What follows belongs to an exercise in optimizing a design on an open flow for small area and a short achievable clock period; a production flow would make more cautious choices.
The RTL of this run was laid out without a check of its function.
No activity file was given, so power comes from the tool's default toggle rates.

**config.mk**
```make
export PLATFORM = sky130hd
export DESIGN_NAME = array_multiplier
export DESIGN_NICKNAME = array_multiplier
export VERILOG_FILES = /design/flow/design.v
export SDC_FILE = /design/flow/constraint.sdc
export NUM_CORES = 4
export LEC_CHECK = 0
export CAP_MARGIN = 20
export CORE_MARGIN = 2
export CORE_UTILIZATION = 40
export SETUP_SLACK_MARGIN = 3.05
export SLEW_MARGIN = 20
export SYNTH_HIERARCHICAL = 1
```
**constraint.sdc**
```tcl
create_clock -name core_clock -period 6.0 [get_ports {clk}]
set_input_delay 1.2000 -clock core_clock [delete_from_list [all_inputs] [get_ports {clk}]]
set_output_delay 1.2000 -clock core_clock [all_outputs]
set_load 0.01 [all_outputs]
```
**design.v**
```verilog
`default_nettype none
package mult_sizes_pkg;
	localparam int OPERAND_WIDTH = 16;
	localparam int PRODUCT_WIDTH = 2 * OPERAND_WIDTH;
	localparam int ROW_COUNT = OPERAND_WIDTH - 1;
	typedef logic [OPERAND_WIDTH-1:0] operand_t;
	typedef logic [PRODUCT_WIDTH-1:0] product_t;
endpackage
`default_nettype wire
`default_nettype none
package adder_cell_pkg;
	function automatic logic [1:0] half_add(
		input logic a,
		input logic b
	);
		logic s;
		logic c;
		s = a ^ b;
		c = a & b;
		half_add = {c, s};
	endfunction
	function automatic logic [1:0] full_add(
		input logic a,
		input logic b,
		input logic cin
	);
		logic s;
		logic c;
		s = a ^ b ^ cin;
		c = (a & b) | (cin & (a ^ b));  
		full_add = {c, s};
	endfunction
endpackage
`default_nettype wire
`default_nettype none
module array_multiplier (
	input  logic                     clk,
	input  logic                     reset,
	input  logic                     in_valid,
	input  mult_sizes_pkg::operand_t x,
	input  mult_sizes_pkg::operand_t y,
	output logic                     product_valid,
	output mult_sizes_pkg::product_t product
);
	logic r866;
	logic r867;
	logic r868;
	logic r869;
	logic r870;
	logic r871;
	logic r872;
	logic r873;
	logic r874;
	logic r875;
	logic r876;
	logic r877;
	logic r878;
	logic r879;
	logic r880;
	logic r881;
	logic r882;
	logic r883;
	logic r884;
	logic r885;
	logic r886;
	logic r887;
	logic r888;
	logic r889;
	logic r890;
	logic r891;
	logic r892;
	logic r893;
	logic r894;
	logic r895;
	logic r896;
	logic r897;
	logic r898;
	logic r899;
	logic r900;
	logic r901;
	logic r902;
	logic r903;
	logic r904;
	logic r905;
	logic r906;
	logic r907;
	logic r908;
	logic r909;
	logic r910;
	logic r911;
	logic r912;
	logic r913;
	logic r914;
	logic r915;
	logic r916;
	logic r917;
	logic r918;
	logic r919;
	logic r920;
	logic r921;
	logic r922;
	logic r923;
	logic r924;
	logic r925;
	logic r926;
	logic r927;
	logic r928;
	logic r929;
	logic r930;
	logic r931;
	logic r932;
	logic r933;
	logic r934;
	logic r935;
	logic r936;
	logic r937;
	logic r938;
	logic r939;
	logic r940;
	logic r941;
	logic r942;
	logic r943;
	logic r944;
	logic r945;
	logic r946;
	logic r947;
	logic r948;
	logic r949;
	logic r950;
	logic r951;
	logic r952;
	logic r953;
	logic r954;
	logic r955;
	logic r956;
	logic r957;
	logic r958;
	logic r959;
	logic r960;
	logic r961;
	logic r962;
	logic r963;
	logic r964;
	logic r965;
	logic r966;
	logic r967;
	logic r968;
	logic r969;
	logic r970;
	logic r971;
	logic r972;
	logic r973;
	logic r974;
	logic r975;
	logic r976;
	logic r977;
	logic r978;
	logic r979;
	logic r980;
	logic r981;
	logic r982;
	logic r983;
	logic r984;
	logic r985;
	logic r986;
	logic r987;
	logic r989;
	logic r991;
	logic r993;
	logic r995;
	wire pp1 = ~(x[0] & y[0]);
	wire pp2 = ~(x[1] & y[0]);
	wire pp3 = ~(x[2] & y[0]);
	wire pp4 = ~(x[3] & y[0]);
	wire pp5 = ~(x[4] & y[0]);
	wire pp6 = ~(x[5] & y[0]);
	wire pp7 = ~(x[6] & y[0]);
	wire pp8 = ~(x[7] & y[0]);
	wire pp9 = ~(x[8] & y[0]);
	wire pp10 = ~(x[9] & y[0]);
	wire pp11 = ~(x[10] & y[0]);
	wire pp12 = ~(x[11] & y[0]);
	wire pp13 = ~(x[12] & y[0]);
	wire pp14 = ~(x[13] & y[0]);
	wire pp15 = ~(x[14] & y[0]);
	wire pp16 = ~(x[15] & y[0]);
	wire pp17 = ~(x[0] & y[1]);
	wire pp18 = ~(x[1] & y[1]);
	wire pp19 = ~(x[2] & y[1]);
	wire pp20 = ~(x[3] & y[1]);
	wire pp21 = ~(x[4] & y[1]);
	wire pp22 = ~(x[5] & y[1]);
	wire pp23 = ~(x[6] & y[1]);
	wire pp24 = ~(x[7] & y[1]);
	wire pp25 = ~(x[8] & y[1]);
	wire pp26 = ~(x[9] & y[1]);
	wire pp27 = ~(x[10] & y[1]);
	wire pp28 = ~(x[11] & y[1]);
	wire pp29 = ~(x[12] & y[1]);
	wire pp30 = ~(x[13] & y[1]);
	wire pp31 = ~(x[14] & y[1]);
	wire pp32 = ~(x[15] & y[1]);
	wire pp33 = ~(x[0] & y[2]);
	wire pp34 = ~(x[1] & y[2]);
	wire pp35 = ~(x[2] & y[2]);
	wire pp36 = ~(x[3] & y[2]);
	wire pp37 = ~(x[4] & y[2]);
	wire pp38 = ~(x[5] & y[2]);
	wire pp39 = ~(x[6] & y[2]);
	wire pp40 = ~(x[7] & y[2]);
	wire pp41 = ~(x[8] & y[2]);
	wire pp42 = ~(x[9] & y[2]);
	wire pp43 = ~(x[10] & y[2]);
	wire pp44 = ~(x[11] & y[2]);
	wire pp45 = ~(x[12] & y[2]);
	wire pp46 = ~(x[13] & y[2]);
	wire pp47 = ~(x[14] & y[2]);
	wire pp48 = ~(x[15] & y[2]);
	wire pp49 = ~(x[0] & y[3]);
	wire pp50 = ~(x[1] & y[3]);
	wire pp51 = ~(x[2] & y[3]);
	wire pp52 = ~(x[3] & y[3]);
	wire pp53 = ~(x[4] & y[3]);
	wire pp54 = ~(x[5] & y[3]);
	wire pp55 = ~(x[6] & y[3]);
	wire pp56 = ~(x[7] & y[3]);
	wire pp57 = ~(x[8] & y[3]);
	wire pp58 = ~(x[9] & y[3]);
	wire pp59 = ~(x[10] & y[3]);
	wire pp60 = ~(x[11] & y[3]);
	wire pp61 = ~(x[12] & y[3]);
	wire pp62 = ~(x[13] & y[3]);
	wire pp63 = ~(x[14] & y[3]);
	wire pp64 = ~(x[15] & y[3]);
	wire pp65 = ~(x[0] & y[4]);
	wire pp66 = ~(x[1] & y[4]);
	wire pp67 = ~(x[2] & y[4]);
	wire pp68 = ~(x[3] & y[4]);
	wire pp69 = ~(x[4] & y[4]);
	wire pp70 = ~(x[5] & y[4]);
	wire pp71 = ~(x[6] & y[4]);
	wire pp72 = ~(x[7] & y[4]);
	wire pp73 = ~(x[8] & y[4]);
	wire pp74 = ~(x[9] & y[4]);
	wire pp75 = ~(x[10] & y[4]);
	wire pp76 = ~(x[11] & y[4]);
	wire pp77 = ~(x[12] & y[4]);
	wire pp78 = ~(x[13] & y[4]);
	wire pp79 = ~(x[14] & y[4]);
	wire pp80 = ~(x[15] & y[4]);
	wire pp81 = ~(x[0] & y[5]);
	wire pp82 = ~(x[1] & y[5]);
	wire pp83 = ~(x[2] & y[5]);
	wire pp84 = ~(x[3] & y[5]);
	wire pp85 = ~(x[4] & y[5]);
	wire pp86 = ~(x[5] & y[5]);
	wire pp87 = ~(x[6] & y[5]);
	wire pp88 = ~(x[7] & y[5]);
	wire pp89 = ~(x[8] & y[5]);
	wire pp90 = ~(x[9] & y[5]);
	wire pp91 = ~(x[10] & y[5]);
	wire pp92 = ~(x[11] & y[5]);
	wire pp93 = ~(x[12] & y[5]);
	wire pp94 = ~(x[13] & y[5]);
	wire pp95 = ~(x[14] & y[5]);
	wire pp96 = ~(x[15] & y[5]);
	wire pp97 = ~(x[0] & y[6]);
	wire pp98 = ~(x[1] & y[6]);
	wire pp99 = ~(x[2] & y[6]);
	wire pp100 = ~(x[3] & y[6]);
	wire pp101 = ~(x[4] & y[6]);
	wire pp102 = ~(x[5] & y[6]);
	wire pp103 = ~(x[6] & y[6]);
	wire pp104 = ~(x[7] & y[6]);
	wire pp105 = ~(x[8] & y[6]);
	wire pp106 = ~(x[9] & y[6]);
	wire pp107 = ~(x[10] & y[6]);
	wire pp108 = ~(x[11] & y[6]);
	wire pp109 = ~(x[12] & y[6]);
	wire pp110 = ~(x[13] & y[6]);
	wire pp111 = ~(x[14] & y[6]);
	wire pp112 = ~(x[15] & y[6]);
	wire pp113 = ~(x[0] & y[7]);
	wire pp114 = ~(x[1] & y[7]);
	wire pp115 = ~(x[2] & y[7]);
	wire pp116 = ~(x[3] & y[7]);
	wire pp117 = ~(x[4] & y[7]);
	wire pp118 = ~(x[5] & y[7]);
	wire pp119 = ~(x[6] & y[7]);
	wire pp120 = ~(x[7] & y[7]);
	wire pp121 = ~(x[8] & y[7]);
	wire pp122 = ~(x[9] & y[7]);
	wire pp123 = ~(x[10] & y[7]);
	wire pp124 = ~(x[11] & y[7]);
	wire pp125 = ~(x[12] & y[7]);
	wire pp126 = ~(x[13] & y[7]);
	wire pp127 = ~(x[14] & y[7]);
	wire pp128 = ~(x[15] & y[7]);
	wire pp129 = ~(x[0] & y[8]);
	wire pp130 = ~(x[1] & y[8]);
	wire pp131 = ~(x[2] & y[8]);
	wire pp132 = ~(x[3] & y[8]);
	wire pp133 = ~(x[4] & y[8]);
	wire pp134 = ~(x[5] & y[8]);
	wire pp135 = ~(x[6] & y[8]);
	wire pp136 = ~(x[7] & y[8]);
	wire pp137 = ~(x[8] & y[8]);
	wire pp138 = ~(x[9] & y[8]);
	wire pp139 = ~(x[10] & y[8]);
	wire pp140 = ~(x[11] & y[8]);
	wire pp141 = ~(x[12] & y[8]);
	wire pp142 = ~(x[13] & y[8]);
	wire pp143 = ~(x[14] & y[8]);
	wire pp144 = ~(x[15] & y[8]);
	wire pp145 = ~(x[0] & y[9]);
	wire pp146 = ~(x[1] & y[9]);
	wire pp147 = ~(x[2] & y[9]);
	wire pp148 = ~(x[3] & y[9]);
	wire pp149 = ~(x[4] & y[9]);
	wire pp150 = ~(x[5] & y[9]);
	wire pp151 = ~(x[6] & y[9]);
	wire pp152 = ~(x[7] & y[9]);
	wire pp153 = ~(x[8] & y[9]);
	wire pp154 = ~(x[9] & y[9]);
	wire pp155 = ~(x[10] & y[9]);
	wire pp156 = ~(x[11] & y[9]);
	wire pp157 = ~(x[12] & y[9]);
	wire pp158 = ~(x[13] & y[9]);
	wire pp159 = ~(x[14] & y[9]);
	wire pp160 = ~(x[15] & y[9]);
	wire pp161 = ~(x[0] & y[10]);
	wire pp162 = ~(x[1] & y[10]);
	wire pp163 = ~(x[2] & y[10]);
	wire pp164 = ~(x[3] & y[10]);
	wire pp165 = ~(x[4] & y[10]);
	wire pp166 = ~(x[5] & y[10]);
	wire pp167 = ~(x[6] & y[10]);
	wire pp168 = ~(x[7] & y[10]);
	wire pp169 = ~(x[8] & y[10]);
	wire pp170 = ~(x[9] & y[10]);
	wire pp171 = ~(x[10] & y[10]);
	wire pp172 = ~(x[11] & y[10]);
	wire pp173 = ~(x[12] & y[10]);
	wire pp174 = ~(x[13] & y[10]);
	wire pp175 = ~(x[14] & y[10]);
	wire pp176 = ~(x[15] & y[10]);
	wire pp177 = ~(x[0] & y[11]);
	wire pp178 = ~(x[1] & y[11]);
	wire pp179 = ~(x[2] & y[11]);
	wire pp180 = ~(x[3] & y[11]);
	wire pp181 = ~(x[4] & y[11]);
	wire pp182 = ~(x[5] & y[11]);
	wire pp183 = ~(x[6] & y[11]);
	wire pp184 = ~(x[7] & y[11]);
	wire pp185 = ~(x[8] & y[11]);
	wire pp186 = ~(x[9] & y[11]);
	wire pp187 = ~(x[10] & y[11]);
	wire pp188 = ~(x[11] & y[11]);
	wire pp189 = ~(x[12] & y[11]);
	wire pp190 = ~(x[13] & y[11]);
	wire pp191 = ~(x[14] & y[11]);
	wire pp192 = ~(x[15] & y[11]);
	wire pp193 = ~(x[0] & y[12]);
	wire pp194 = ~(x[1] & y[12]);
	wire pp195 = ~(x[2] & y[12]);
	wire pp196 = ~(x[3] & y[12]);
	wire pp197 = ~(x[4] & y[12]);
	wire pp198 = ~(x[5] & y[12]);
	wire pp199 = ~(x[6] & y[12]);
	wire pp200 = ~(x[7] & y[12]);
	wire pp201 = ~(x[8] & y[12]);
	wire pp202 = ~(x[9] & y[12]);
	wire pp203 = ~(x[10] & y[12]);
	wire pp204 = ~(x[11] & y[12]);
	wire pp205 = ~(x[12] & y[12]);
	wire pp206 = ~(x[13] & y[12]);
	wire pp207 = ~(x[14] & y[12]);
	wire pp208 = ~(x[15] & y[12]);
	wire pp209 = ~(x[0] & y[13]);
	wire pp210 = ~(x[1] & y[13]);
	wire pp211 = ~(x[2] & y[13]);
	wire pp212 = ~(x[3] & y[13]);
	wire pp213 = ~(x[4] & y[13]);
	wire pp214 = ~(x[5] & y[13]);
	wire pp215 = ~(x[6] & y[13]);
	wire pp216 = ~(x[7] & y[13]);
	wire pp217 = ~(x[8] & y[13]);
	wire pp218 = ~(x[9] & y[13]);
	wire pp219 = ~(x[10] & y[13]);
	wire pp220 = ~(x[11] & y[13]);
	wire pp221 = ~(x[12] & y[13]);
	wire pp222 = ~(x[13] & y[13]);
	wire pp223 = ~(x[14] & y[13]);
	wire pp224 = ~(x[15] & y[13]);
	wire pp225 = ~(x[0] & y[14]);
	wire pp226 = ~(x[1] & y[14]);
	wire pp227 = ~(x[2] & y[14]);
	wire pp228 = ~(x[3] & y[14]);
	wire pp229 = ~(x[4] & y[14]);
	wire pp230 = ~(x[5] & y[14]);
	wire pp231 = ~(x[6] & y[14]);
	wire pp232 = ~(x[7] & y[14]);
	wire pp233 = ~(x[8] & y[14]);
	wire pp234 = ~(x[9] & y[14]);
	wire pp235 = ~(x[10] & y[14]);
	wire pp236 = ~(x[11] & y[14]);
	wire pp237 = ~(x[12] & y[14]);
	wire pp238 = ~(x[13] & y[14]);
	wire pp239 = ~(x[14] & y[14]);
	wire pp240 = ~(x[15] & y[14]);
	wire pp241 = ~(x[0] & y[15]);
	wire pp242 = ~(x[1] & y[15]);
	wire pp243 = ~(x[2] & y[15]);
	wire pp244 = ~(x[3] & y[15]);
	wire pp245 = ~(x[4] & y[15]);
	wire pp246 = ~(x[5] & y[15]);
	wire pp247 = ~(x[6] & y[15]);
	wire pp248 = ~(x[7] & y[15]);
	wire pp249 = ~(x[8] & y[15]);
	wire pp250 = ~(x[9] & y[15]);
	wire pp251 = ~(x[10] & y[15]);
	wire pp252 = ~(x[11] & y[15]);
	wire pp253 = ~(x[12] & y[15]);
	wire pp254 = ~(x[13] & y[15]);
	wire pp255 = ~(x[14] & y[15]);
	wire pp256 = ~(x[15] & y[15]);
	wire s257, c258;
	mult_xnor u_s257 (.a(pp3), .b(pp18), .y(s257));
	mult_or u_c258 (.a(pp3), .b(pp18), .y(c258));
	wire s259, c260;
	mult_fa u_s259 (.a(pp4), .b(pp19), .c(pp34), .s(s259), .co(c260));
	wire s261, c262;
	mult_xnor u_s261 (.a(pp49), .b(c258), .y(s261));
	mult_or u_c262 (.a(pp49), .b(c258), .y(c262));
	wire s263, c264;
	mult_fa u_s263 (.a(pp5), .b(pp20), .c(pp35), .s(s263), .co(c264));
	wire s265, c266;
	mult_fa u_s265 (.a(pp50), .b(pp65), .c(c260), .s(s265), .co(c266));
	wire s267, c268;
	mult_xnor u_s267 (.a(c262), .b(s263), .y(s267));
	mult_or u_c268 (.a(c262), .b(s263), .y(c268));
	wire s269, c270;
	mult_fa u_s269 (.a(pp6), .b(pp21), .c(pp36), .s(s269), .co(c270));
	wire s271, c272;
	mult_fa u_s271 (.a(pp51), .b(pp66), .c(pp81), .s(s271), .co(c272));
	wire s273, c274;
	mult_fa u_s273 (.a(c264), .b(s269), .c(s271), .s(s273), .co(c274));
	wire s275, c276;
	mult_xnor u_s275 (.a(c268), .b(c266), .y(s275));
	mult_or u_c276 (.a(c268), .b(c266), .y(c276));
	wire s277, c278;
	mult_fa u_s277 (.a(pp7), .b(pp22), .c(pp37), .s(s277), .co(c278));
	wire s279, c280;
	mult_fa u_s279 (.a(pp52), .b(pp67), .c(pp82), .s(s279), .co(c280));
	wire s281, c282;
	mult_fa u_s281 (.a(pp97), .b(c270), .c(c272), .s(s281), .co(c282));
	wire s283, c284;
	mult_fa u_s283 (.a(s277), .b(s279), .c(c274), .s(s283), .co(c284));
	wire s285, c286;
	mult_xnor u_s285 (.a(s281), .b(c276), .y(s285));
	mult_or u_c286 (.a(s281), .b(c276), .y(c286));
	wire s287, c288;
	mult_fa u_s287 (.a(pp8), .b(pp23), .c(pp38), .s(s287), .co(c288));
	wire s289, c290;
	mult_fa u_s289 (.a(pp53), .b(pp68), .c(pp83), .s(s289), .co(c290));
	wire s291, c292;
	mult_fa u_s291 (.a(pp98), .b(pp113), .c(c278), .s(s291), .co(c292));
	wire s293, c294;
	mult_fa u_s293 (.a(c280), .b(s287), .c(s289), .s(s293), .co(c294));
	wire s295, c296;
	mult_fa u_s295 (.a(c282), .b(s291), .c(s293), .s(s295), .co(c296));
	wire s297, c298;
	mult_xnor u_s297 (.a(c286), .b(c284), .y(s297));
	mult_or u_c298 (.a(c286), .b(c284), .y(c298));
	wire s299, c300;
	mult_fa u_s299 (.a(pp9), .b(pp24), .c(pp39), .s(s299), .co(c300));
	wire s301, c302;
	mult_fa u_s301 (.a(pp54), .b(pp69), .c(pp84), .s(s301), .co(c302));
	wire s303, c304;
	mult_fa u_s303 (.a(pp99), .b(pp114), .c(pp129), .s(s303), .co(c304));
	wire s305, c306;
	mult_fa u_s305 (.a(c288), .b(c290), .c(s299), .s(s305), .co(c306));
	wire s307, c308;
	mult_fa u_s307 (.a(s301), .b(s303), .c(c292), .s(s307), .co(c308));
	wire s309, c310;
	mult_fa u_s309 (.a(c294), .b(s305), .c(s307), .s(s309), .co(c310));
	wire s311, c312;
	mult_xnor u_s311 (.a(r866), .b(r867), .y(s311));
	mult_or u_c312 (.a(r866), .b(r867), .y(c312));
	wire s313, c314;
	mult_fa u_s313 (.a(pp10), .b(pp25), .c(pp40), .s(s313), .co(c314));
	wire s315, c316;
	mult_fa u_s315 (.a(pp55), .b(pp70), .c(pp85), .s(s315), .co(c316));
	wire s317, c318;
	mult_fa u_s317 (.a(pp100), .b(pp115), .c(pp130), .s(s317), .co(c318));
	wire s319, c320;
	mult_fa u_s319 (.a(pp145), .b(c300), .c(c302), .s(s319), .co(c320));
	wire s321, c322;
	mult_fa u_s321 (.a(c304), .b(s313), .c(s315), .s(s321), .co(c322));
	wire s323, c324;
	mult_fa u_s323 (.a(s317), .b(c306), .c(s319), .s(s323), .co(c324));
	wire s325, c326;
	mult_fa u_s325 (.a(r868), .b(r869), .c(r870), .s(s325), .co(c326));
	wire s327, c328;
	mult_xnor u_s327 (.a(r871), .b(c312), .y(s327));
	mult_or u_c328 (.a(r871), .b(c312), .y(c328));
	wire s329, c330;
	mult_fa u_s329 (.a(pp11), .b(pp26), .c(pp41), .s(s329), .co(c330));
	wire s331, c332;
	mult_fa u_s331 (.a(pp56), .b(pp71), .c(pp86), .s(s331), .co(c332));
	wire s333, c334;
	mult_fa u_s333 (.a(pp101), .b(pp116), .c(pp131), .s(s333), .co(c334));
	wire s335, c336;
	mult_fa u_s335 (.a(pp146), .b(pp161), .c(c314), .s(s335), .co(c336));
	wire s337, c338;
	mult_fa u_s337 (.a(c316), .b(c318), .c(s329), .s(s337), .co(c338));
	wire s339, c340;
	mult_fa u_s339 (.a(s331), .b(s333), .c(c320), .s(s339), .co(c340));
	wire s341, c342;
	mult_fa u_s341 (.a(s335), .b(c322), .c(s337), .s(s341), .co(c342));
	wire s343, c344;
	mult_fa u_s343 (.a(r872), .b(r873), .c(r874), .s(s343), .co(c344));
	wire s345, c346;
	mult_xnor u_s345 (.a(c326), .b(s343), .y(s345));
	mult_or u_c346 (.a(c326), .b(s343), .y(c346));
	wire s347, c348;
	mult_fa u_s347 (.a(pp12), .b(pp27), .c(pp42), .s(s347), .co(c348));
	wire s349, c350;
	mult_fa u_s349 (.a(pp57), .b(pp72), .c(pp87), .s(s349), .co(c350));
	wire s351, c352;
	mult_fa u_s351 (.a(pp102), .b(pp117), .c(pp132), .s(s351), .co(c352));
	wire s353, c354;
	mult_fa u_s353 (.a(pp147), .b(pp162), .c(pp177), .s(s353), .co(c354));
	wire s355, c356;
	mult_fa u_s355 (.a(c330), .b(c332), .c(c334), .s(s355), .co(c356));
	wire s357, c358;
	mult_fa u_s357 (.a(s347), .b(s349), .c(s351), .s(s357), .co(c358));
	wire s359, c360;
	mult_fa u_s359 (.a(s353), .b(c336), .c(c338), .s(s359), .co(c360));
	wire s361, c362;
	mult_fa u_s361 (.a(s355), .b(s357), .c(c340), .s(s361), .co(c362));
	wire s363, c364;
	mult_fa u_s363 (.a(r875), .b(r876), .c(r877), .s(s363), .co(c364));
	wire s365, c366;
	mult_xnor u_s365 (.a(c344), .b(s363), .y(s365));
	mult_or u_c366 (.a(c344), .b(s363), .y(c366));
	wire s367, c368;
	mult_fa u_s367 (.a(pp13), .b(pp28), .c(pp43), .s(s367), .co(c368));
	wire s369, c370;
	mult_fa u_s369 (.a(pp58), .b(pp73), .c(pp88), .s(s369), .co(c370));
	wire s371, c372;
	mult_fa u_s371 (.a(pp103), .b(pp118), .c(pp133), .s(s371), .co(c372));
	wire s373, c374;
	mult_fa u_s373 (.a(pp148), .b(pp163), .c(pp178), .s(s373), .co(c374));
	wire s375, c376;
	mult_fa u_s375 (.a(pp193), .b(c348), .c(c350), .s(s375), .co(c376));
	wire s377, c378;
	mult_fa u_s377 (.a(c352), .b(c354), .c(s367), .s(s377), .co(c378));
	wire s379, c380;
	mult_fa u_s379 (.a(s369), .b(s371), .c(s373), .s(s379), .co(c380));
	wire s381, c382;
	mult_fa u_s381 (.a(c356), .b(s375), .c(c358), .s(s381), .co(c382));
	wire s383, c384;
	mult_fa u_s383 (.a(s377), .b(s379), .c(c360), .s(s383), .co(c384));
	wire s385, c386;
	mult_fa u_s385 (.a(r878), .b(r879), .c(r880), .s(s385), .co(c386));
	wire s387, c388;
	mult_xnor u_s387 (.a(c364), .b(s385), .y(s387));
	mult_or u_c388 (.a(c364), .b(s385), .y(c388));
	wire s389, c390;
	mult_fa u_s389 (.a(pp14), .b(pp29), .c(pp44), .s(s389), .co(c390));
	wire s391, c392;
	mult_fa u_s391 (.a(pp59), .b(pp74), .c(pp89), .s(s391), .co(c392));
	wire s393, c394;
	mult_fa u_s393 (.a(pp104), .b(pp119), .c(pp134), .s(s393), .co(c394));
	wire s395, c396;
	mult_fa u_s395 (.a(pp149), .b(pp164), .c(pp179), .s(s395), .co(c396));
	wire s397, c398;
	mult_fa u_s397 (.a(pp194), .b(pp209), .c(c368), .s(s397), .co(c398));
	wire s399, c400;
	mult_fa u_s399 (.a(c370), .b(c372), .c(c374), .s(s399), .co(c400));
	wire s401, c402;
	mult_fa u_s401 (.a(s389), .b(s391), .c(s393), .s(s401), .co(c402));
	wire s403, c404;
	mult_fa u_s403 (.a(s395), .b(c376), .c(s397), .s(s403), .co(c404));
	wire s405, c406;
	mult_fa u_s405 (.a(c378), .b(c380), .c(s399), .s(s405), .co(c406));
	wire s407, c408;
	mult_fa u_s407 (.a(r881), .b(r882), .c(r883), .s(s407), .co(c408));
	wire s409, c410;
	mult_fa u_s409 (.a(r884), .b(r885), .c(s407), .s(s409), .co(c410));
	wire s411, c412;
	mult_xnor u_s411 (.a(c386), .b(s409), .y(s411));
	mult_or u_c412 (.a(c386), .b(s409), .y(c412));
	wire s413, c414;
	mult_fa u_s413 (.a(pp15), .b(pp30), .c(pp45), .s(s413), .co(c414));
	wire s415, c416;
	mult_fa u_s415 (.a(pp60), .b(pp75), .c(pp90), .s(s415), .co(c416));
	wire s417, c418;
	mult_fa u_s417 (.a(pp105), .b(pp120), .c(pp135), .s(s417), .co(c418));
	wire s419, c420;
	mult_fa u_s419 (.a(pp150), .b(pp165), .c(pp180), .s(s419), .co(c420));
	wire s421, c422;
	mult_fa u_s421 (.a(pp195), .b(pp210), .c(pp225), .s(s421), .co(c422));
	wire s423, c424;
	mult_fa u_s423 (.a(c390), .b(c392), .c(c394), .s(s423), .co(c424));
	wire s425, c426;
	mult_fa u_s425 (.a(c396), .b(s413), .c(s415), .s(s425), .co(c426));
	wire s427, c428;
	mult_fa u_s427 (.a(s417), .b(s419), .c(s421), .s(s427), .co(c428));
	wire s429, c430;
	mult_fa u_s429 (.a(c398), .b(c400), .c(c402), .s(s429), .co(c430));
	wire s431, c432;
	mult_fa u_s431 (.a(s423), .b(s425), .c(s427), .s(s431), .co(c432));
	wire s433, c434;
	mult_fa u_s433 (.a(r886), .b(r887), .c(r888), .s(s433), .co(c434));
	wire s435, c436;
	mult_fa u_s435 (.a(r889), .b(c408), .c(s433), .s(s435), .co(c436));
	wire s437, c438;
	mult_xnor u_s437 (.a(c410), .b(s435), .y(s437));
	mult_or u_c438 (.a(c410), .b(s435), .y(c438));
	wire s439, c440;
	mult_fa u_s439 (.a(pp16), .b(pp31), .c(pp46), .s(s439), .co(c440));
	wire s441, c442;
	mult_fa u_s441 (.a(pp61), .b(pp76), .c(pp91), .s(s441), .co(c442));
	wire s443, c444;
	mult_fa u_s443 (.a(pp106), .b(pp121), .c(pp136), .s(s443), .co(c444));
	wire s445, c446;
	mult_fa u_s445 (.a(pp151), .b(pp166), .c(pp181), .s(s445), .co(c446));
	wire s447, c448;
	mult_fa u_s447 (.a(pp196), .b(pp211), .c(pp226), .s(s447), .co(c448));
	wire s449, c450;
	mult_fa u_s449 (.a(pp241), .b(c414), .c(c416), .s(s449), .co(c450));
	wire s451, c452;
	mult_fa u_s451 (.a(c418), .b(c420), .c(c422), .s(s451), .co(c452));
	wire s453, c454;
	mult_fa u_s453 (.a(s439), .b(s441), .c(s443), .s(s453), .co(c454));
	wire s455, c456;
	mult_fa u_s455 (.a(s445), .b(s447), .c(c424), .s(s455), .co(c456));
	wire s457, c458;
	mult_fa u_s457 (.a(c426), .b(s449), .c(c428), .s(s457), .co(c458));
	wire s459, c460;
	mult_fa u_s459 (.a(s451), .b(s453), .c(s455), .s(s459), .co(c460));
	wire s461, c462;
	mult_fa u_s461 (.a(r890), .b(r891), .c(r892), .s(s461), .co(c462));
	wire s463, c464;
	mult_fa u_s463 (.a(r893), .b(c434), .c(s461), .s(s463), .co(c464));
	wire s465, c466;
	mult_xnor u_s465 (.a(c436), .b(s463), .y(s465));
	mult_or u_c466 (.a(c436), .b(s463), .y(c466));
	wire s467, c468;
	mult_fa u_s467 (.a(pp32), .b(pp47), .c(pp62), .s(s467), .co(c468));
	wire s469, c470;
	mult_fa u_s469 (.a(pp77), .b(pp92), .c(pp107), .s(s469), .co(c470));
	wire s471, c472;
	mult_fa u_s471 (.a(pp122), .b(pp137), .c(pp152), .s(s471), .co(c472));
	wire s473, c474;
	mult_fa u_s473 (.a(pp167), .b(pp182), .c(pp197), .s(s473), .co(c474));
	wire s475, c476;
	mult_fa u_s475 (.a(pp212), .b(pp227), .c(pp242), .s(s475), .co(c476));
	wire s477, c478;
	mult_fa u_s477 (.a(c440), .b(c442), .c(c444), .s(s477), .co(c478));
	wire s479, c480;
	mult_fa u_s479 (.a(c446), .b(c448), .c(s467), .s(s479), .co(c480));
	wire s481, c482;
	mult_fa u_s481 (.a(s469), .b(s471), .c(s473), .s(s481), .co(c482));
	wire s483, c484;
	mult_fa u_s483 (.a(s475), .b(c450), .c(c452), .s(s483), .co(c484));
	wire s485, c486;
	mult_fa u_s485 (.a(c454), .b(s477), .c(s479), .s(s485), .co(c486));
	wire s487, c488;
	mult_fa u_s487 (.a(r894), .b(r895), .c(r896), .s(s487), .co(c488));
	wire s489, c490;
	mult_fa u_s489 (.a(r897), .b(r898), .c(r899), .s(s489), .co(c490));
	wire s491, c492;
	mult_fa u_s491 (.a(s487), .b(c462), .c(s489), .s(s491), .co(c492));
	wire s493, c494;
	mult_xnor u_s493 (.a(c464), .b(s491), .y(s493));
	mult_or u_c494 (.a(c464), .b(s491), .y(c494));
	wire s495, c496;
	mult_fa u_s495 (.a(pp48), .b(pp63), .c(pp78), .s(s495), .co(c496));
	wire s497, c498;
	mult_fa u_s497 (.a(pp93), .b(pp108), .c(pp123), .s(s497), .co(c498));
	wire s499, c500;
	mult_fa u_s499 (.a(pp138), .b(pp153), .c(pp168), .s(s499), .co(c500));
	wire s501, c502;
	mult_fa u_s501 (.a(pp183), .b(pp198), .c(pp213), .s(s501), .co(c502));
	wire s503, c504;
	mult_fa u_s503 (.a(pp228), .b(pp243), .c(c468), .s(s503), .co(c504));
	wire s505, c506;
	mult_fa u_s505 (.a(c470), .b(c472), .c(c474), .s(s505), .co(c506));
	wire s507, c508;
	mult_fa u_s507 (.a(c476), .b(s495), .c(s497), .s(s507), .co(c508));
	wire s509, c510;
	mult_fa u_s509 (.a(s499), .b(s501), .c(c478), .s(s509), .co(c510));
	wire s511, c512;
	mult_fa u_s511 (.a(s503), .b(c480), .c(c482), .s(s511), .co(c512));
	wire s513, c514;
	mult_fa u_s513 (.a(s505), .b(s507), .c(c484), .s(s513), .co(c514));
	wire s515, c516;
	mult_fa u_s515 (.a(r900), .b(r901), .c(r902), .s(s515), .co(c516));
	wire s517, c518;
	mult_fa u_s517 (.a(r903), .b(c488), .c(s515), .s(s517), .co(c518));
	wire s519, c520;
	mult_fa u_s519 (.a(c490), .b(s517), .c(c492), .s(s519), .co(c520));
	wire s521, c522;
	mult_fa u_s521 (.a(pp64), .b(pp79), .c(pp94), .s(s521), .co(c522));
	wire s523, c524;
	mult_fa u_s523 (.a(pp109), .b(pp124), .c(pp139), .s(s523), .co(c524));
	wire s525, c526;
	mult_fa u_s525 (.a(pp154), .b(pp169), .c(pp184), .s(s525), .co(c526));
	wire s527, c528;
	mult_fa u_s527 (.a(pp199), .b(pp214), .c(pp229), .s(s527), .co(c528));
	wire s529, c530;
	mult_fa u_s529 (.a(pp244), .b(c496), .c(c498), .s(s529), .co(c530));
	wire s531, c532;
	mult_fa u_s531 (.a(c500), .b(c502), .c(s521), .s(s531), .co(c532));
	wire s533, c534;
	mult_fa u_s533 (.a(s523), .b(s525), .c(s527), .s(s533), .co(c534));
	wire s535, c536;
	mult_fa u_s535 (.a(c504), .b(c506), .c(c508), .s(s535), .co(c536));
	wire s537, c538;
	mult_fa u_s537 (.a(s529), .b(s531), .c(s533), .s(s537), .co(c538));
	wire s539, c540;
	mult_fa u_s539 (.a(r904), .b(r905), .c(r906), .s(s539), .co(c540));
	wire s541, c542;
	mult_fa u_s541 (.a(r907), .b(r908), .c(c516), .s(s541), .co(c542));
	wire s543, c544;
	mult_fa u_s543 (.a(s539), .b(s541), .c(c518), .s(s543), .co(c544));
	wire s545, c546;
	mult_fa u_s545 (.a(pp80), .b(pp95), .c(pp110), .s(s545), .co(c546));
	wire s547, c548;
	mult_fa u_s547 (.a(pp125), .b(pp140), .c(pp155), .s(s547), .co(c548));
	wire s549, c550;
	mult_fa u_s549 (.a(pp170), .b(pp185), .c(pp200), .s(s549), .co(c550));
	wire s551, c552;
	mult_fa u_s551 (.a(pp215), .b(pp230), .c(pp245), .s(s551), .co(c552));
	wire s553, c554;
	mult_fa u_s553 (.a(c522), .b(c524), .c(c526), .s(s553), .co(c554));
	wire s555, c556;
	mult_fa u_s555 (.a(c528), .b(s545), .c(s547), .s(s555), .co(c556));
	wire s557, c558;
	mult_fa u_s557 (.a(s549), .b(s551), .c(c530), .s(s557), .co(c558));
	wire s559, c560;
	mult_fa u_s559 (.a(c532), .b(c534), .c(s553), .s(s559), .co(c560));
	wire s561, c562;
	mult_fa u_s561 (.a(r909), .b(r910), .c(r911), .s(s561), .co(c562));
	wire s563, c564;
	mult_fa u_s563 (.a(r912), .b(r913), .c(c540), .s(s563), .co(c564));
	wire s565, c566;
	mult_fa u_s565 (.a(s561), .b(c542), .c(s563), .s(s565), .co(c566));
	wire s567, c568;
	mult_fa u_s567 (.a(pp96), .b(pp111), .c(pp126), .s(s567), .co(c568));
	wire s569, c570;
	mult_fa u_s569 (.a(pp141), .b(pp156), .c(pp171), .s(s569), .co(c570));
	wire s571, c572;
	mult_fa u_s571 (.a(pp186), .b(pp201), .c(pp216), .s(s571), .co(c572));
	wire s573, c574;
	mult_fa u_s573 (.a(pp231), .b(pp246), .c(c546), .s(s573), .co(c574));
	wire s575, c576;
	mult_fa u_s575 (.a(c548), .b(c550), .c(c552), .s(s575), .co(c576));
	wire s577, c578;
	mult_fa u_s577 (.a(s567), .b(s569), .c(s571), .s(s577), .co(c578));
	wire s579, c580;
	mult_fa u_s579 (.a(c554), .b(s573), .c(c556), .s(s579), .co(c580));
	wire s581, c582;
	mult_fa u_s581 (.a(s575), .b(s577), .c(c558), .s(s581), .co(c582));
	wire s583, c584;
	mult_fa u_s583 (.a(r914), .b(r915), .c(r916), .s(s583), .co(c584));
	wire s585, c586;
	mult_fa u_s585 (.a(c562), .b(s583), .c(c564), .s(s585), .co(c586));
	wire s587, c588;
	mult_fa u_s587 (.a(pp112), .b(pp127), .c(pp142), .s(s587), .co(c588));
	wire s589, c590;
	mult_fa u_s589 (.a(pp157), .b(pp172), .c(pp187), .s(s589), .co(c590));
	wire s591, c592;
	mult_fa u_s591 (.a(pp202), .b(pp217), .c(pp232), .s(s591), .co(c592));
	wire s593, c594;
	mult_fa u_s593 (.a(pp247), .b(c568), .c(c570), .s(s593), .co(c594));
	wire s595, c596;
	mult_fa u_s595 (.a(c572), .b(s587), .c(s589), .s(s595), .co(c596));
	wire s597, c598;
	mult_fa u_s597 (.a(s591), .b(c574), .c(c576), .s(s597), .co(c598));
	wire s599, c600;
	mult_fa u_s599 (.a(s593), .b(c578), .c(s595), .s(s599), .co(c600));
	wire s601, c602;
	mult_fa u_s601 (.a(r917), .b(r918), .c(r919), .s(s601), .co(c602));
	wire s603, c604;
	mult_fa u_s603 (.a(r920), .b(s601), .c(c584), .s(s603), .co(c604));
	wire s605, c606;
	mult_fa u_s605 (.a(pp128), .b(pp143), .c(pp158), .s(s605), .co(c606));
	wire s607, c608;
	mult_fa u_s607 (.a(pp173), .b(pp188), .c(pp203), .s(s607), .co(c608));
	wire s609, c610;
	mult_fa u_s609 (.a(pp218), .b(pp233), .c(pp248), .s(s609), .co(c610));
	wire s611, c612;
	mult_fa u_s611 (.a(c588), .b(c590), .c(c592), .s(s611), .co(c612));
	wire s613, c614;
	mult_fa u_s613 (.a(s605), .b(s607), .c(s609), .s(s613), .co(c614));
	wire s615, c616;
	mult_fa u_s615 (.a(c594), .b(c596), .c(s611), .s(s615), .co(c616));
	wire s617, c618;
	mult_fa u_s617 (.a(r921), .b(r922), .c(r923), .s(s617), .co(c618));
	wire s619, c620;
	mult_fa u_s619 (.a(r924), .b(c602), .c(s617), .s(s619), .co(c620));
	wire s621, c622;
	mult_fa u_s621 (.a(pp144), .b(pp159), .c(pp174), .s(s621), .co(c622));
	wire s623, c624;
	mult_fa u_s623 (.a(pp189), .b(pp204), .c(pp219), .s(s623), .co(c624));
	wire s625, c626;
	mult_fa u_s625 (.a(pp234), .b(pp249), .c(c606), .s(s625), .co(c626));
	wire s627, c628;
	mult_fa u_s627 (.a(c608), .b(c610), .c(s621), .s(s627), .co(c628));
	wire s629, c630;
	mult_fa u_s629 (.a(s623), .b(c612), .c(s625), .s(s629), .co(c630));
	wire s631, c632;
	mult_fa u_s631 (.a(r925), .b(r926), .c(r927), .s(s631), .co(c632));
	wire s633, c634;
	mult_fa u_s633 (.a(r928), .b(c618), .c(s631), .s(s633), .co(c634));
	wire s635, c636;
	mult_fa u_s635 (.a(pp160), .b(pp175), .c(pp190), .s(s635), .co(c636));
	wire s637, c638;
	mult_fa u_s637 (.a(pp205), .b(pp220), .c(pp235), .s(s637), .co(c638));
	wire s639, c640;
	mult_fa u_s639 (.a(pp250), .b(c622), .c(c624), .s(s639), .co(c640));
	wire s641, c642;
	mult_fa u_s641 (.a(s635), .b(s637), .c(c626), .s(s641), .co(c642));
	wire s643, c644;
	mult_fa u_s643 (.a(c628), .b(s639), .c(s641), .s(s643), .co(c644));
	wire s645, c646;
	mult_fa u_s645 (.a(r929), .b(r930), .c(c632), .s(s645), .co(c646));
	wire s647, c648;
	mult_fa u_s647 (.a(pp176), .b(pp191), .c(pp206), .s(s647), .co(c648));
	wire s649, c650;
	mult_fa u_s649 (.a(pp221), .b(pp236), .c(pp251), .s(s649), .co(c650));
	wire s651, c652;
	mult_fa u_s651 (.a(c636), .b(c638), .c(s647), .s(s651), .co(c652));
	wire s653, c654;
	mult_fa u_s653 (.a(s649), .b(c640), .c(s651), .s(s653), .co(c654));
	wire s655, c656;
	mult_fa u_s655 (.a(r931), .b(r932), .c(r933), .s(s655), .co(c656));
	wire s657, c658;
	mult_fa u_s657 (.a(pp192), .b(pp207), .c(pp222), .s(s657), .co(c658));
	wire s659, c660;
	mult_fa u_s659 (.a(pp237), .b(pp252), .c(c648), .s(s659), .co(c660));
	wire s661, c662;
	mult_fa u_s661 (.a(c650), .b(s657), .c(s659), .s(s661), .co(c662));
	wire s663, c664;
	mult_fa u_s663 (.a(r934), .b(r935), .c(r936), .s(s663), .co(c664));
	wire s665, c666;
	mult_fa u_s665 (.a(pp208), .b(pp223), .c(pp238), .s(s665), .co(c666));
	wire s667, c668;
	mult_fa u_s667 (.a(pp253), .b(c658), .c(s665), .s(s667), .co(c668));
	wire s669, c670;
	mult_fa u_s669 (.a(c660), .b(s667), .c(c662), .s(s669), .co(c670));
	wire s671, c672;
	mult_fa u_s671 (.a(pp224), .b(pp239), .c(pp254), .s(s671), .co(c672));
	wire s673, c674;
	mult_fa u_s673 (.a(c666), .b(s671), .c(c668), .s(s673), .co(c674));
	wire s675, c676;
	mult_fa u_s675 (.a(pp240), .b(pp255), .c(c672), .s(s675), .co(c676));
	wire t677 = ~pp1;
	wire g678 = pp2 & pp17;
	wire p679 = pp2 ^ pp17;
	wire g680 = pp33 & s257;
	wire p681 = pp33 ^ s257;
	wire g682 = s261 & s259;
	wire p683 = s261 ^ s259;
	wire g684 = s267 & s265;
	wire p685 = s267 ^ s265;
	wire g686 = s275 & s273;
	wire p687 = s275 ^ s273;
	wire g688 = s285 & s283;
	wire p689 = s285 ^ s283;
	wire g690 = r937 & r938;
	wire p691 = r937 ^ r938;
	wire g692 = r939 & s311;
	wire p693 = r939 ^ s311;
	wire g694 = s325 & s327;
	wire p695 = s325 ^ s327;
	wire g696 = c328 & s345;
	wire p697 = c328 ^ s345;
	wire g698 = c346 & s365;
	wire p699 = c346 ^ s365;
	wire g700 = c366 & s387;
	wire p701 = c366 ^ s387;
	wire g702 = c388 & s411;
	wire p703 = c388 ^ s411;
	wire g704 = c412 & s437;
	wire p705 = c412 ^ s437;
	wire g706 = c438 & s465;
	wire p707 = c438 ^ s465;
	wire g708 = c466 & s493;
	wire p709 = c466 ^ s493;
	wire g710 = c494 & s519;
	wire p711 = c494 ^ s519;
	wire g712 = s543 & c520;
	wire p713 = s543 ^ c520;
	wire g714 = c544 & s565;
	wire p715 = c544 ^ s565;
	wire g716 = c566 & s585;
	wire p717 = c566 ^ s585;
	wire g718 = s603 & c586;
	wire p719 = s603 ^ c586;
	wire g720 = s619 & c604;
	wire p721 = s619 ^ c604;
	wire g722 = c620 & s633;
	wire p723 = c620 ^ s633;
	wire g724 = c634 & s645;
	wire p725 = c634 ^ s645;
	wire g726 = s655 & c646;
	wire p727 = s655 ^ c646;
	wire g728 = s663 & c656;
	wire p729 = s663 ^ c656;
	wire g730 = r940 & c664;
	wire p731 = r940 ^ c664;
	wire g732 = r941 & r942;
	wire p733 = r941 ^ r942;
	wire g734 = s675 & c674;
	wire p735 = s675 ^ c674;
	wire g736 = pp256 & c676;
	wire p737 = pp256 ^ c676;
	wire q738 = pp1 | t677;
	wire q739 = g678 | (p679 & q738);
	wire q740 = g680 | (p681 & q739);
	wire q741 = g682 | (p683 & q740);
	wire q742 = g684 | (p685 & q741);
	wire q743 = g686 | (p687 & q742);
	wire q744 = r943 | (r944 & r945);
	wire q745 = g690 | (p691 & q744);
	wire q746 = g692 | (p693 & q745);
	wire q747 = g694 | (p695 & q746);
	wire q748 = g696 | (p697 & q747);
	wire q749 = g698 | (p699 & q748);
	wire a750 = p699 & p697;
	wire q751 = g702 | (p703 & g700);
	wire a752 = p703 & p701;
	wire q753 = g706 | (p707 & g704);
	wire a754 = p707 & p705;
	wire q755 = g710 | (p711 & g708);
	wire a756 = p711 & p709;
	wire q757 = g714 | (p715 & g712);
	wire a758 = p715 & p713;
	wire q759 = g718 | (p719 & g716);
	wire a760 = p719 & p717;
	wire q761 = g722 | (p723 & g720);
	wire a762 = p723 & p721;
	wire q763 = g726 | (p727 & g724);
	wire a764 = p727 & p725;
	wire q765 = g730 | (p731 & g728);
	wire a766 = p731 & p729;
	wire q767 = r946 | (r947 & g732);
	wire a768 = r947 & p733;
	wire q769 = g700 | (p701 & q749);
	wire a770 = p701 & a750;
	wire q771 = q751 | (a752 & q749);
	wire a772 = a752 & a750;
	wire q773 = g708 | (p709 & q753);
	wire a774 = p709 & a754;
	wire q775 = q755 | (a756 & q753);
	wire a776 = a756 & a754;
	wire q777 = r948 | (r949 & r950);
	wire a778 = r949 & r951;
	wire q779 = q759 | (a760 & q757);
	wire a780 = a760 & a758;
	wire q781 = g724 | (p725 & q761);
	wire a782 = p725 & a762;
	wire q783 = q763 | (a764 & q761);
	wire a784 = a764 & a762;
	wire q785 = r952 | (r953 & r954);
	wire a786 = r953 & r955;
	wire q787 = q767 | (a768 & q765);
	wire a788 = r956 & r955;
	wire q789 = g704 | (p705 & q771);
	wire a790 = p705 & a772;
	wire q791 = q753 | (a754 & q771);
	wire a792 = a754 & a772;
	wire q793 = q773 | (a774 & q771);
	wire a794 = a774 & a772;
	wire q795 = q775 | (a776 & q771);
	wire a796 = a776 & a772;
	wire q797 = r957 | (r958 & r959);
	wire a798 = r958 & r960;
	wire q799 = q761 | (a762 & q779);
	wire a800 = r961 & r960;
	wire q801 = q781 | (a782 & q779);
	wire a802 = r962 & r960;
	wire q803 = q783 | (a784 & q779);
	wire a804 = a784 & a780;
	wire q805 = r964 | (r966 & r967);
	wire a806 = r966 & a788;
	wire q807 = r968 | (r969 & r970);
	wire a808 = r969 & r971;
	wire q809 = r950 | (r951 & r970);
	wire a810 = a758 & a796;
	wire q811 = q777 | (a778 & r970);
	wire a812 = a778 & r971;
	wire q813 = r959 | (r960 & r970);
	wire a814 = a780 & a796;
	wire q815 = q797 | (a798 & r970);
	wire a816 = a798 & r971;
	wire q817 = r972 | (a800 & r970);
	wire a818 = a800 & r971;
	wire q819 = r973 | (a802 & r970);
	wire a820 = a802 & r971;
	wire q821 = r974 | (r975 & r970);
	wire a822 = r975 & r971;
	wire q823 = r976 | (r977 & q821);
	wire a824 = r977 & a822;
	wire q825 = r954 | (r955 & q821);
	wire a826 = r955 & a822;
	wire q827 = q785 | (a786 & q821);
	wire a828 = a786 & a822;
	wire q829 = r967 | (a788 & q821);
	wire a830 = a788 & a822;
	wire q831 = q805 | (a806 & q821);
	wire a832 = a806 & a822;
	wire t833 = ~r979;
	assign product[0] = ~t833;
	wire x835;
	mult_xnor u_x835 (.a(p679), .b(q738), .y(x835));
	wire x836;
	mult_xnor u_x836 (.a(p681), .b(q739), .y(x836));
	wire x837;
	mult_xnor u_x837 (.a(p683), .b(q740), .y(x837));
	wire x838;
	mult_xnor u_x838 (.a(p685), .b(q741), .y(x838));
	wire x839;
	mult_xnor u_x839 (.a(p687), .b(q742), .y(x839));
	wire x840;
	mult_xnor u_x840 (.a(r944), .b(r945), .y(x840));
	wire x841;
	mult_xnor u_x841 (.a(p691), .b(q744), .y(x841));
	wire x842;
	mult_xnor u_x842 (.a(p693), .b(q745), .y(x842));
	wire x843;
	mult_xnor u_x843 (.a(p695), .b(q746), .y(x843));
	wire x844;
	mult_xnor u_x844 (.a(p697), .b(q747), .y(x844));
	wire x845;
	mult_xnor u_x845 (.a(p699), .b(q748), .y(x845));
	wire x846;
	mult_xnor u_x846 (.a(p701), .b(q749), .y(x846));
	wire x847;
	mult_xnor u_x847 (.a(p703), .b(q769), .y(x847));
	wire x848;
	mult_xnor u_x848 (.a(p705), .b(q771), .y(x848));
	wire x849;
	mult_xnor u_x849 (.a(p707), .b(q789), .y(x849));
	wire x850;
	mult_xnor u_x850 (.a(p709), .b(q791), .y(x850));
	wire x851;
	mult_xnor u_x851 (.a(p711), .b(q793), .y(x851));
	mult_xnor u_x852 (.a(r969), .b(r970), .y(product[18]));
	mult_xnor u_x853 (.a(r980), .b(q807), .y(product[19]));
	mult_xnor u_x854 (.a(r949), .b(q809), .y(product[20]));
	mult_xnor u_x855 (.a(r981), .b(q811), .y(product[21]));
	mult_xnor u_x856 (.a(r958), .b(q813), .y(product[22]));
	mult_xnor u_x857 (.a(r982), .b(q815), .y(product[23]));
	mult_xnor u_x858 (.a(r983), .b(q817), .y(product[24]));
	mult_xnor u_x859 (.a(r984), .b(q819), .y(product[25]));
	mult_xnor u_x860 (.a(r977), .b(q821), .y(product[26]));
	mult_xnor u_x861 (.a(r985), .b(q823), .y(product[27]));
	mult_xnor u_x862 (.a(r953), .b(q825), .y(product[28]));
	mult_xnor u_x863 (.a(r986), .b(q827), .y(product[29]));
	mult_xnor u_x864 (.a(r966), .b(q829), .y(product[30]));
	assign product[31] = ~q831;
	always_ff @(posedge clk) begin
		r866 <= c296;
		r867 <= c298;
		r868 <= s321;
		r869 <= c308;
		r870 <= s323;
		r871 <= c310;
		r872 <= s339;
		r873 <= c324;
		r874 <= s341;
		r875 <= s359;
		r876 <= c342;
		r877 <= s361;
		r878 <= s381;
		r879 <= c362;
		r880 <= s383;
		r881 <= s401;
		r882 <= c382;
		r883 <= s403;
		r884 <= s405;
		r885 <= c384;
		r886 <= c404;
		r887 <= c406;
		r888 <= s429;
		r889 <= s431;
		r890 <= c430;
		r891 <= c432;
		r892 <= s457;
		r893 <= s459;
		r894 <= s481;
		r895 <= c456;
		r896 <= s483;
		r897 <= c458;
		r898 <= s485;
		r899 <= c460;
		r900 <= s509;
		r901 <= c486;
		r902 <= s511;
		r903 <= s513;
		r904 <= c510;
		r905 <= c512;
		r906 <= s535;
		r907 <= s537;
		r908 <= c514;
		r909 <= s555;
		r910 <= s557;
		r911 <= c536;
		r912 <= c538;
		r913 <= s559;
		r914 <= c560;
		r915 <= s579;
		r916 <= s581;
		r917 <= c580;
		r918 <= s597;
		r919 <= s599;
		r920 <= c582;
		r921 <= s613;
		r922 <= c598;
		r923 <= c600;
		r924 <= s615;
		r925 <= c614;
		r926 <= s627;
		r927 <= c616;
		r928 <= s629;
		r929 <= c630;
		r930 <= s643;
		r931 <= c642;
		r932 <= s653;
		r933 <= c644;
		r934 <= c652;
		r935 <= s661;
		r936 <= c654;
		r937 <= s295;
		r938 <= s297;
		r939 <= s309;
		r940 <= s669;
		r941 <= s673;
		r942 <= c670;
		r943 <= g688;
		r944 <= p689;
		r945 <= q743;
		r946 <= g734;
		r947 <= p735;
		r948 <= g716;
		r949 <= p717;
		r950 <= q757;
		r951 <= a758;
		r952 <= g732;
		r953 <= p733;
		r954 <= q765;
		r955 <= a766;
		r956 <= a768;
		r957 <= g720;
		r958 <= p721;
		r959 <= q779;
		r960 <= a780;
		r961 <= a762;
		r962 <= a782;
		r963 <= g736;
		r964 <= r963;
		r965 <= p737;
		r966 <= r965;
		r967 <= q787;
		r968 <= g712;
		r969 <= p713;
		r970 <= q795;
		r971 <= a796;
		r972 <= q799;
		r973 <= q801;
		r974 <= q803;
		r975 <= a804;
		r976 <= g728;
		r977 <= p729;
		r978 <= t677;
		r979 <= r978;
		r980 <= p715;
		r981 <= p719;
		r982 <= p723;
		r983 <= p725;
		r984 <= p727;
		r985 <= p731;
		r986 <= r947;
		r987 <= x835;
		product[1] <= r987;
		r989 <= x836;
		product[2] <= r989;
		r991 <= x837;
		product[3] <= r991;
		r993 <= x838;
		product[4] <= r993;
		r995 <= x839;
		product[5] <= r995;
		product[6] <= x840;
		product[7] <= x841;
		product[8] <= x842;
		product[9] <= x843;
		product[10] <= x844;
		product[11] <= x845;
		product[12] <= x846;
		product[13] <= x847;
		product[14] <= x848;
		product[15] <= x849;
		product[16] <= x850;
		product[17] <= x851;
	end
	logic v1;
	always_ff @(posedge clk) begin
		if (reset) begin
			v1 <= 1'b0;
			product_valid <= 1'b0;
		end else begin
			v1 <= in_valid;
			product_valid <= v1;
		end
	end
endmodule
module mult_fa (
	input  logic a,
	input  logic b,
	input  logic c,
	output logic s,
	output logic co
);
	assign s  = a ^ b ^ c;
	assign co = (a & b) | (c & (a ^ b));
endmodule
module mult_xor (
	input  logic a,
	input  logic b,
	output logic y
);
	assign y = a ^ b;
endmodule
module mult_xnor (
	input  logic a,
	input  logic b,
	output logic y
);
	assign y = ~(a ^ b);
endmodule
module mult_or (
	input  logic a,
	input  logic b,
	output logic y
);
	assign y = a | b;
endmodule
`default_nettype wire
```
**flow/run.sh**
```bash
#!/bin/bash
# Layout flow: the standard ORFS flow (standard.sh, unchanged synthesis),
# with smaller port buffers and a clock tree built from clkbuf_8 without
# dummy loads. Each tool's output goes to a log file in this folder.
set -euo pipefail
export BUFFER_PORTS_ARGS="-buffer_cell sky130_fd_sc_hd__buf_1"
export CTS_ARGS="-sink_clustering_enable -repair_clock_nets -buf_list sky130_fd_sc_hd__clkbuf_8 -dont_use_dummy_load"
bash standard.sh finish > flow_make.log 2>&1
```
**standard.sh**
```bash
#!/bin/bash
# synth_recipe.tcl (not shown) runs the flow's synth.tcl, then flattens the netlist and writes it again
# the make line also repeats each setting of config.mk as NAME=value (left out here)
make -C /OpenROAD-flow-scripts/flow DESIGN_CONFIG=/design/flow/config.mk WORK_HOME=/design/flow/orfs CLKGATE_MAP_FILE= SYNTH_SCRIPT=/design/flow/synth_recipe.tcl "${@:-finish}"
```
==> metrics.cfg <==
[run_status]
status=no timing/DRC/antenna violations

[sta]
skew_ns=0.0265
worstMarginPinSlew_ns=0.562
slew_viol_final=0
period_share=0.541
final.setup.tns_ns=0
fin_ws_ns=2.75
max_clock_freq_mhz=308
hold_ws_ns=0.325
final-setup-viol-count=0
slew_headroom=0.625
grt_setup_unrepaired=true
hold_viol_final=0
min_period_ns=3.25

[layout]
final_net_count=1118
syn_to_final_growth_pct=15.5
register_area_um2=2890
utilization=0.473
drive_above_1_share=0.230
num-fill-cells=2070
regMostFlops=product
multiInputGateArea_um2=6600
stdcell_area_um2=10700
largest_register_ffs=17
stdcell_count=1142

[die]
die_h_um=157
initial_core_util=0.410
die_w_um=157
die_area_um2=24500
core_area_um2=22700
rows=55
ioPinCount=68

[power]
peakVddDrop_v=0.000408
clock_power_share=0.093
p_int_mw=3.70
total_power_mw=6.15
power_frac_seq=0.257
p_per_area_nw_per_um2=572
sw_frac_of_total=0.398
combPwrFrac=0.650
leakage_nw=3.96
p_sw_mw=2.44

[placement]
place_congestion=0.802
port_buffers=67
dpl.cell_count=1111
dp_slack_ns=1.97
place_area_um2=10100
hpwlAfterDp_um=15000

[yosys]
synth_cells=813
syn_area_um2=9310
avgSynthCellArea_um2=11.4
ys_async_sr_fraction=0
yosys.area.top_type=fa_1
synth_top_cell_area_share=0.420
seq_area_frac_synth=0.310
synthTopCellsByCount=nand2_1 (255), fa_1 (195), dfxtp_1 (144)
synthTopCellsByArea=fa_1 (42%), dfxtp_1 (31%), nand2_1 (10%)
syn-num-nets=1073
synth_cell_types=30
synth.most_common_cell=nand2_1
ys_ff_latch=144
synth_edf_count=0
ys.flop_type=dfxtp_1
synth_warnings=7

[clock_tree]
cts_made_buffers=17
clockRootBuffer=clkbuf_8
worstSkewPairLatency_ns=0.46
cts_tree=built
clock_path_buffers=2
h-tree-depth=4
clk_pin_slew_ns=0.08
cts_sinks=144

[critical_path]
cp.required_ns=6.36
path_max_fanout=2
slowest_stage=fa_1
cp-end-kind=flop
cpPeakStageDelay_ns=0.54
startpoint_type=flop
worstPathArrival_ns=3.60
crit_type=flop to flop
crit_chain=fa_2, fa_1, fa_1, ha_4, a21o_1, a22o_1, or4_1, a31o_1, a21o_1

[grt]
grt_overflow=0
grt_pass1_vias=6341
grt_pass1_wl_um=33400
grt_max_degree=17
antenna_found_initial=0
grt.total_usage=0.182

[detailed_routing]
dr_wl_met3_um=1430
via_per_inst=5.08
drt-total-wl_um=20800
top_layer_used=met4
drt_pre_antenna_iters=5
wire_per_inst_um=18.2
vias=5796
met2WireLength_um=9960
drc=0
ant_nets=0
m1WireLength_um=9170
drt_iter0_drc=348

[min_path]
min_path_type=flop to flop

[flow_run]
maxCapViolations=0

## per-module statistics from Yosys, one instance, submodules excluded
module            times used  cells  flip-flops and latches  cell area [um2]
array_multiplier           1    558                     144             4910
mult_fa                  195      1                       0             20.0
mult_or                   15      1                       0             6.26
mult_xnor                 45      1                       0             8.76
## logic make-up (layout without fill, tap and decap cells)
family / count (synthesis) / count (layout) / share of synthesized area
buf+inv: 64 / 107 / 0.0262
fa+ha+maj: 225 / 225 / 0.460
xor+xnor: 45 / 45 / 0.0424
flops: 144 / 144 / 0.310
simple gates: 288 / 288 / 0.125
compound gates: 46 / 46 / 0.0364
other cells: 1 / 2 / 0.000403
## final timing paths
check	from	endpoint	slack, ns	depth (start not counted)
max	r904$_DFF_P_	r974$_DFF_P_	2.75	9
min reg2reg	r978$_DFF_P_	r979$_DFF_P_	0.33	0
max reg2reg	r904$_DFF_P_	r974$_DFF_P_	2.75	9
min	r978$_DFF_P_	r979$_DFF_P_	0.33	0
## critical path: cells and delay by family (launching register included)
family / cells / cell delay [ns]
AND/OR/NAND/NOR: 1 / 0.43
flip-flops: 1 / 0.33
AO/OA/AOI/OAI: 4 / 0.78
adder cells (fa/ha/maj): 4 / 1.61
## routing by layer
layer  global-route usage  vias to the layer above
met5                    0                        -
li1                     -                     2569
met2                0.291                      219
met1                0.246                     2991
met4               0.0472                        0
met3               0.0510                       17
## final cells by class
class                   instances  share of cell area
multi-input cells             605               0.614
diodes                          1            0.000233
repair buffers                 87              0.0605
well taps                     285              0.0332
flip-flops and latches        144               0.269
clock buffers                  17              0.0218
inverters                       3             0.00105
## power groups by stage
| stage | Clock (mW) | Combinational, mW | Sequential (mW) |
|---|---|---|---|
| 6_report | 0.575 | 4.00 | 1.58 |
| 5_1_grt | 0.642 | 4.51 | 1.62 |
| 4_1_cts | 0.600 | 3.84 | 1.58 |
| 3_5_place_dp | 0 | 3.47 | 1.60 |
| 3_3_place_gp | 0 | 3.43 | 1.60 |
| 2_1_floorplan | 0 | 2.62 | 1.60 |
## cell usage in the layout, fill, tap and decap left out, types with 2 or more instances in the layout
master	count
nand2_1	226
dfxtp_1	140
fa_1	115
fa_2	80
xnor2_1	42
buf_1	36
ha_1	27
buf_4	25
a21o_1	24
nand2_2	18
clkbuf_8	17
or2_1	15
buf_6	13
nand2_4	11
and2_1	9
a31o_2	4
clkbuf_4	4
buf_12	4
inv_1	3
o21ai_0	3
a21oi_1	3
xnor2_2	3
dfxtp_2	3
o21bai_1	2
o21a_1	2
and3_1	2
nor2b_1	2
ha_4	2
clkbuf_16	2
buf_2	2
## what timing repair did
action                     CTS  global route
cloned                       0             2
buffers inserted             5             6
hold buffers                 0             0
hold endpoints to repair     0             0
pin swaps                   13            11
gates resized for setup    138            29
setup endpoints to repair   87            16

## re-timing with driven ports
How much do the figures lean on ideal ports? The routed layout below was timed once more, with nothing changed but the port constraints. Step 1, drivers: a clkbuf_16 drives clk and a buf_2 each remaining input, both assumed. Step 2 also shifts input and output timing later by t, the mid clock arrival at the registers, as if the neighbouring blocks saw the same clock. a / b / c = no drivers / after step 1 / after step 2; a / b = the first two.
shift t [ns]: 0.481
slack for setup (ns): 2.753 / 2.753 / 2.576
hold slack, ns: 0.325 / 0.325 / 0.325
After both steps this run still meets setup and hold. For this run, drivers alone change the setup slack by 0.000 ns; drivers and shift together by -0.177 ns.
